Source: an optimization exercise on an open RTL-to-GDS flow (aim: small area and a short achievable clock period). Production flows keep margins and buffers that such runs may drop.
Function was checked by simulation only, so behaviour that the tests miss may differ from the original.
Power and IR drop assume default switching activity.

Design pst_brain_core, start of the top module:
module pst_brain_core (
  input  logic       clk,
  input  logic       rst,
  input  logic [7:0] cur0,
  input  logic [7:0] cur1,
  input  logic [7:0] cur2,
  input  logic [7:0] cur3,
  output logic [7:0] phase0,
  output logic [7:0] phase1,
  output logic [7:0] phase2,
  output logic [7:0] phase3,
  output logic [2:0] winner,
  output logic [7:0] winner_score,
  output logic [7:0] winner_rel,
  output logic [7:0] w_ab,
  output logic [7:0] w_ac,
  output logic [7:0] w_ad,
  output logic [7:0] w_bc,
  output logic [7:0] w_bd,
  output logic [7:0] w_cd,
  output logic [7:0] seq_slot_A,
  output logic [7:0] seq_slot_B,
  output logic       seq_force_valid,
  output logic [7:0] seq_force_pred,
  output logic [7:0] pred_out,
  output logic [7:0] pred_err,
  output logic       reward_out,
  output logic [2:0] gamma_cnt,
  output logic [2:0] theta_cnt,
  output logic       theta_tick,
  output logic       episode_last,
  output logic [2:0] ep_winner,
  output logic [3:0] ep_strength,
  output logic       ep_valid,
  output logic       exploit_mode,
  output logic       explore_mode,
  output logic [1:0] confidence_level,
  output logic       err_explore,
  output logic       delta_tick,
  output logic [2:0] topic_winner,
  output logic [2:0] topic_strength,
  output logic       topic_valid
);
clock: 40.0 ns
lec_check: 0
abc_area: 1
cap_margin: 20
core_margin: 2
core_utilization: 60
cts_buf_list: sky130_fd_sc_hd__clkbuf_8
cts_cluster_diameter: 60
cts_cluster_size: 16
slew_margin: 20
standard.sh (not shown) runs the stock make flow with config.mk's settings and CLKGATE_MAP_FILE= SYNTH_SCRIPT=/design/flow/synth_recipe.tcl, a recipe that flattens the netlist after the stock synthesis.
==> flow/flow/run.sh <==
#!/bin/bash
set -euo pipefail
bash standard.sh BUFFER_PORTS_ARGS="-buffer_cell sky130_fd_sc_hd__buf_1" SETUP_SLACK_MARGIN=30.4 finish > standard.log 2>&1
The baseline ran to the end with no violations.
Edit:
==> flow/flow/run.sh (replaced) <==
#!/bin/bash
# The standard layout with these changes:
# - synthesis maps the logic with the ABC script flow/abc_area.script (an area-recovering
#   mapping) in place of ORFS's abc_area.script; the scripts folder is otherwise ORFS's own,
#   copied unchanged, and synthesis still runs through synth_recipe.tcl;
# - the adder step (extract_fa and its map file) is skipped, so ABC maps adders too;
# - the ports are buffered with buf_1 instead of the delay buffer buffer_ports picks;
# - the timing repair steps aim for a setup slack margin of 30.4 ns, so that they size up the
#   slowest paths.
# The clock constraint (constraint.sdc) is unchanged. Each tool's output is in orfs/logs; make's
# own output goes to standard.log.
set -euo pipefail
here=$(pwd)
rm -rf "$here/scripts_abc"
cp -r "$FLOW_HOME/scripts" "$here/scripts_abc"
cp "$here/flow/abc_area.script" "$here/scripts_abc/abc_area.script"
bash standard.sh SCRIPTS_DIR="$here/scripts_abc" BUFFER_PORTS_ARGS="-buffer_cell sky130_fd_sc_hd__buf_1" ADDER_MAP_FILE= SETUP_SLACK_MARGIN=30.4 finish > standard.log 2>&1
==> flow/flow/abc_area.script (new file) <==
&get -n
&st
&dch -f
&nf -R 1000 -p
&put
topo
Synthesized area went down by 14%.
Die area went down by 14%.
Wire length went down by 9.3%.
Setup slack got worse by 0.043 ns.
Worst hold slack got worse by 0.0035 ns.
Sequential cell count is unchanged.
Clock-buffer cell count went up by 10.
Total power went up by 14%.
Clock power went up by 12%.

* * *

pst_brain_core, a different RTL version from the one above (not shown whole).
Size: ~310 flip-flops, roughly 200 I/O pins, about 19000 sq um of cells after synthesis.
Settings: LEC_CHECK=0, ABC_AREA=1, CAP_MARGIN=20, CORE_MARGIN=2, CORE_UTILIZATION=60, CTS_BUF_LIST=sky130_fd_sc_hd__clkbuf_8, CTS_CLUSTER_DIAMETER=60, CTS_CLUSTER_SIZE=16, SLEW_MARGIN=20; clock period 40.0 ns.
==> flow/flow/run.sh <==
#!/bin/bash
# The standard layout with these changes:
# - synthesis maps the logic with the ABC script flow/abc_area.script (an area-recovering
#   mapping) in place of ORFS's abc_area.script; the scripts folder is otherwise ORFS's own,
#   copied unchanged, and synthesis still runs through synth_recipe.tcl;
# - the adder step (extract_fa and its map file) is skipped, so ABC maps adders too;
# - the ports are buffered with buf_1 instead of the delay buffer buffer_ports picks;
# - the timing repair steps aim for a setup slack margin of 30.7 ns, so that they size up the
#   slowest paths.
# The clock constraint (constraint.sdc) is unchanged. Each tool's output is in orfs/logs; make's
# own output goes to standard.log.
set -euo pipefail
here=$(pwd)
rm -rf "$here/scripts_abc"
cp -r "$FLOW_HOME/scripts" "$here/scripts_abc"
cp "$here/flow/abc_area.script" "$here/scripts_abc/abc_area.script"
bash standard.sh SCRIPTS_DIR="$here/scripts_abc" BUFFER_PORTS_ARGS="-buffer_cell sky130_fd_sc_hd__buf_1" ADDER_MAP_FILE= SETUP_SLACK_MARGIN=30.7 finish > standard.log 2>&1
==> flow/flow/abc_area.script <==
&get -n
&st
&dc2
&dch -f
&nf -R 1000 -p
&st
&dc2
&dch -f
&nf -R 1000 -p
&st
&dc2
&dch -f
&nf -R 1000 -p
&put
topo
Edit:
--- a/flow/flow/run.sh
+++ b/flow/flow/run.sh
@@ -8,3 +8,4 @@
 # - the timing repair steps aim for a setup slack margin of 30.7 ns, so that they size up the
-#   slowest paths.
+#   slowest paths;
+# - clock tree synthesis runs with config.mk's CTS settings and without dummy loads.
 # The clock constraint (constraint.sdc) is unchanged. Each tool's output is in orfs/logs; make's
@@ -16,2 +17,2 @@
 cp "$here/flow/abc_area.script" "$here/scripts_abc/abc_area.script"
-bash standard.sh SCRIPTS_DIR="$here/scripts_abc" BUFFER_PORTS_ARGS="-buffer_cell sky130_fd_sc_hd__buf_1" ADDER_MAP_FILE= SETUP_SLACK_MARGIN=30.7 finish > standard.log 2>&1
+bash standard.sh SCRIPTS_DIR="$here/scripts_abc" BUFFER_PORTS_ARGS="-buffer_cell sky130_fd_sc_hd__buf_1" ADDER_MAP_FILE= SETUP_SLACK_MARGIN=30.7 CTS_ARGS="-sink_clustering_enable -repair_clock_nets -sink_clustering_size 16 -sink_clustering_max_diameter 60 -buf_list sky130_fd_sc_hd__clkbuf_8 -dont_use_dummy_load" finish > standard.log 2>&1
==> flow/flow/abc_area.script (replaced) <==
&get -n
&st
&dc2
&dch -f
&nf -R 1000 -p
&st
&dc2
&dch -f
&nf -R 1000 -p
&put
topo
Settings changed: CORE_UTILIZATION 60 to 57.
The changed run completed with no timing, DRC or antenna violations.
Sequential share of layout area is higher by 1.2 points.
Design area drops by 3.3%.
Power drops by 4.7%.
Worst hold slack barely changes.
Fmax barely changes.
Via count shrinks by 2.4%.
Routed wire length drops by 0.72%.
Global-route usage goes down by 1.3 points.
Edit:
--- a/flow/flow/run.sh
+++ b/flow/flow/run.sh
@@ -8,4 +8,3 @@
 # - the timing repair steps aim for a setup slack margin of 30.7 ns, so that they size up the
-#   slowest paths;
-# - clock tree synthesis runs with config.mk's CTS settings and without dummy loads.
+#   slowest paths.
 # The clock constraint (constraint.sdc) is unchanged. Each tool's output is in orfs/logs; make's
@@ -17,2 +16,2 @@
 cp "$here/flow/abc_area.script" "$here/scripts_abc/abc_area.script"
-bash standard.sh SCRIPTS_DIR="$here/scripts_abc" BUFFER_PORTS_ARGS="-buffer_cell sky130_fd_sc_hd__buf_1" ADDER_MAP_FILE= SETUP_SLACK_MARGIN=30.7 CTS_ARGS="-sink_clustering_enable -repair_clock_nets -sink_clustering_size 16 -sink_clustering_max_diameter 60 -buf_list sky130_fd_sc_hd__clkbuf_8 -dont_use_dummy_load" finish > standard.log 2>&1
+bash standard.sh SCRIPTS_DIR="$here/scripts_abc" BUFFER_PORTS_ARGS="-buffer_cell sky130_fd_sc_hd__buf_1" ADDER_MAP_FILE= SETUP_SLACK_MARGIN=30.7 finish > standard.log 2>&1
Settings changed: CORE_UTILIZATION 57 to 60, CTS_CLUSTER_SIZE 16 to 20.
Result: Non-clock buffer count decreases by 16. Cell count is lower slightly. Wire length goes down by a few percent. Power climbs by a little under a tenth. Die area falls by a few percent. Fmax is higher slightly. Sequential share of layout area stays flat. Clock power goes up by a quarter to a third. Via count barely changes. Register-to-register slack degrades by 0.08 ns. Core utilization increases by 2.8 points.
Edit:
--- a/flow/flow/run.sh
+++ b/flow/flow/run.sh
@@ -8,3 +8,4 @@
 # - the timing repair steps aim for a setup slack margin of 30.7 ns, so that they size up the
-#   slowest paths.
+#   slowest paths;
+# - clock tree synthesis runs with config.mk's CTS settings without dummy loads and with a clkbuf_16 at the root.
 # The clock constraint (constraint.sdc) is unchanged. Each tool's output is in orfs/logs; make's
@@ -16,2 +17,2 @@
 cp "$here/flow/abc_area.script" "$here/scripts_abc/abc_area.script"
-bash standard.sh SCRIPTS_DIR="$here/scripts_abc" BUFFER_PORTS_ARGS="-buffer_cell sky130_fd_sc_hd__buf_1" ADDER_MAP_FILE= SETUP_SLACK_MARGIN=30.7 finish > standard.log 2>&1
+bash standard.sh SCRIPTS_DIR="$here/scripts_abc" BUFFER_PORTS_ARGS="-buffer_cell sky130_fd_sc_hd__buf_1" ADDER_MAP_FILE= SETUP_SLACK_MARGIN=30.7 CTS_ARGS="-sink_clustering_enable -repair_clock_nets -sink_clustering_size 16 -sink_clustering_max_diameter 60 -buf_list sky130_fd_sc_hd__clkbuf_8 -dont_use_dummy_load -root_buf sky130_fd_sc_hd__clkbuf_16" finish > standard.log 2>&1
Settings changed: CTS_CLUSTER_SIZE 20 to 16.
=>
- worst hold slack hardly moves
- utilization falls by 0.73 points
- clock-buffer cell count came out lower by 5
- via count fell by 0.90%
- sequential power is about the same
- first-iteration DRC count rises by 4.4%
- global-route usage increases by 0.20 points
- die area is unchanged
- sequential share of layout area came out higher by 0.33 points
- setup slack got worse by 0.028 ns
- design area fell by 1.0%
Edit:
==> flow/flow/run.sh (replaced) <==
#!/bin/bash
# The standard layout with these changes:
# - synthesis maps the logic with the ABC script flow/abc_area.script (an area-recovering
#   mapping) in place of ORFS's abc_area.script; the scripts folder is otherwise ORFS's own,
#   copied unchanged, and synthesis still runs through synth_recipe.tcl;
# - the adder step (extract_fa and its map file) is skipped, so ABC maps adders too;
# - the ports are buffered with buf_1 instead of the delay buffer buffer_ports picks;
# - the timing repair steps aim for a setup slack margin of 30.75 ns, so that they size up the
#   slowest paths.
# The clock constraint (constraint.sdc) is unchanged. Each tool's output is in orfs/logs; make's
# own output goes to standard.log.
set -euo pipefail
here=$(pwd)
rm -rf "$here/scripts_abc"
cp -r "$FLOW_HOME/scripts" "$here/scripts_abc"
cp "$here/flow/abc_area.script" "$here/scripts_abc/abc_area.script"
bash standard.sh SCRIPTS_DIR="$here/scripts_abc" BUFFER_PORTS_ARGS="-buffer_cell sky130_fd_sc_hd__buf_1" ADDER_MAP_FILE= SETUP_SLACK_MARGIN=30.75 finish > standard.log 2>&1
Power climbs by 5.3%. Clock skew falls by 0.020 ns. Clock-buffer cell count climbs by 5. Global-route usage goes up by 0.24 points. Area after synthesis stays the same. Design area came out higher by 2.1%. Core utilization climbs by 1.5 points.

-- what the ideal ports hide --
Ports are ideal in the flow. The routed layouts listed here were re-timed in OpenROAD.
Step 1 sets driving cells, clkbuf_16 on the clock port and buf_2 on the other inputs (assumed; they add their load-dependent delay and slew).
Step 2 adds t to the input delays and takes it off the output delays; t is the mean of the earliest and latest rising clock arrival at the registers after step 1. Input paths then give back, and output paths get back, about the clock's delay inside the block.
Slacks: ideal / step 1 / step 2; pairs: ideal / step 1.
run | t, ns | setup WS [ns] | latest minus earliest clock arrival (ns)
the first run of note 1 | 0.702 | 30.485 / 30.434 / 30.046 | 0.031 / 0.032
the second run of note 1 | 0.613 | 30.441 / 30.453 / 29.840 | 0.032 / 0.032
the first run of note 2 | 0.682 | 30.603 / 30.550 / 30.042 | 0.057 / 0.057
the second run of note 2 | 0.616 | 30.612 / 30.563 / 30.154 | 0.062 / 0.062
the third run of note 2 | 0.592 | 30.690 / 30.641 / 30.133 | 0.050 / 0.050
the fourth run of note 2 | 0.533 | 30.663 / 30.665 / 30.146 | 0.051 / 0.052
the fifth run of note 2 | 0.590 | 30.688 / 30.635 / 30.144 | 0.032 / 0.032
After both steps every run listed still meets setup and hold. The setup slack of the second run of note 1, which loses most, moves by +0.012 ns with the drivers and by -0.601 ns with both steps.
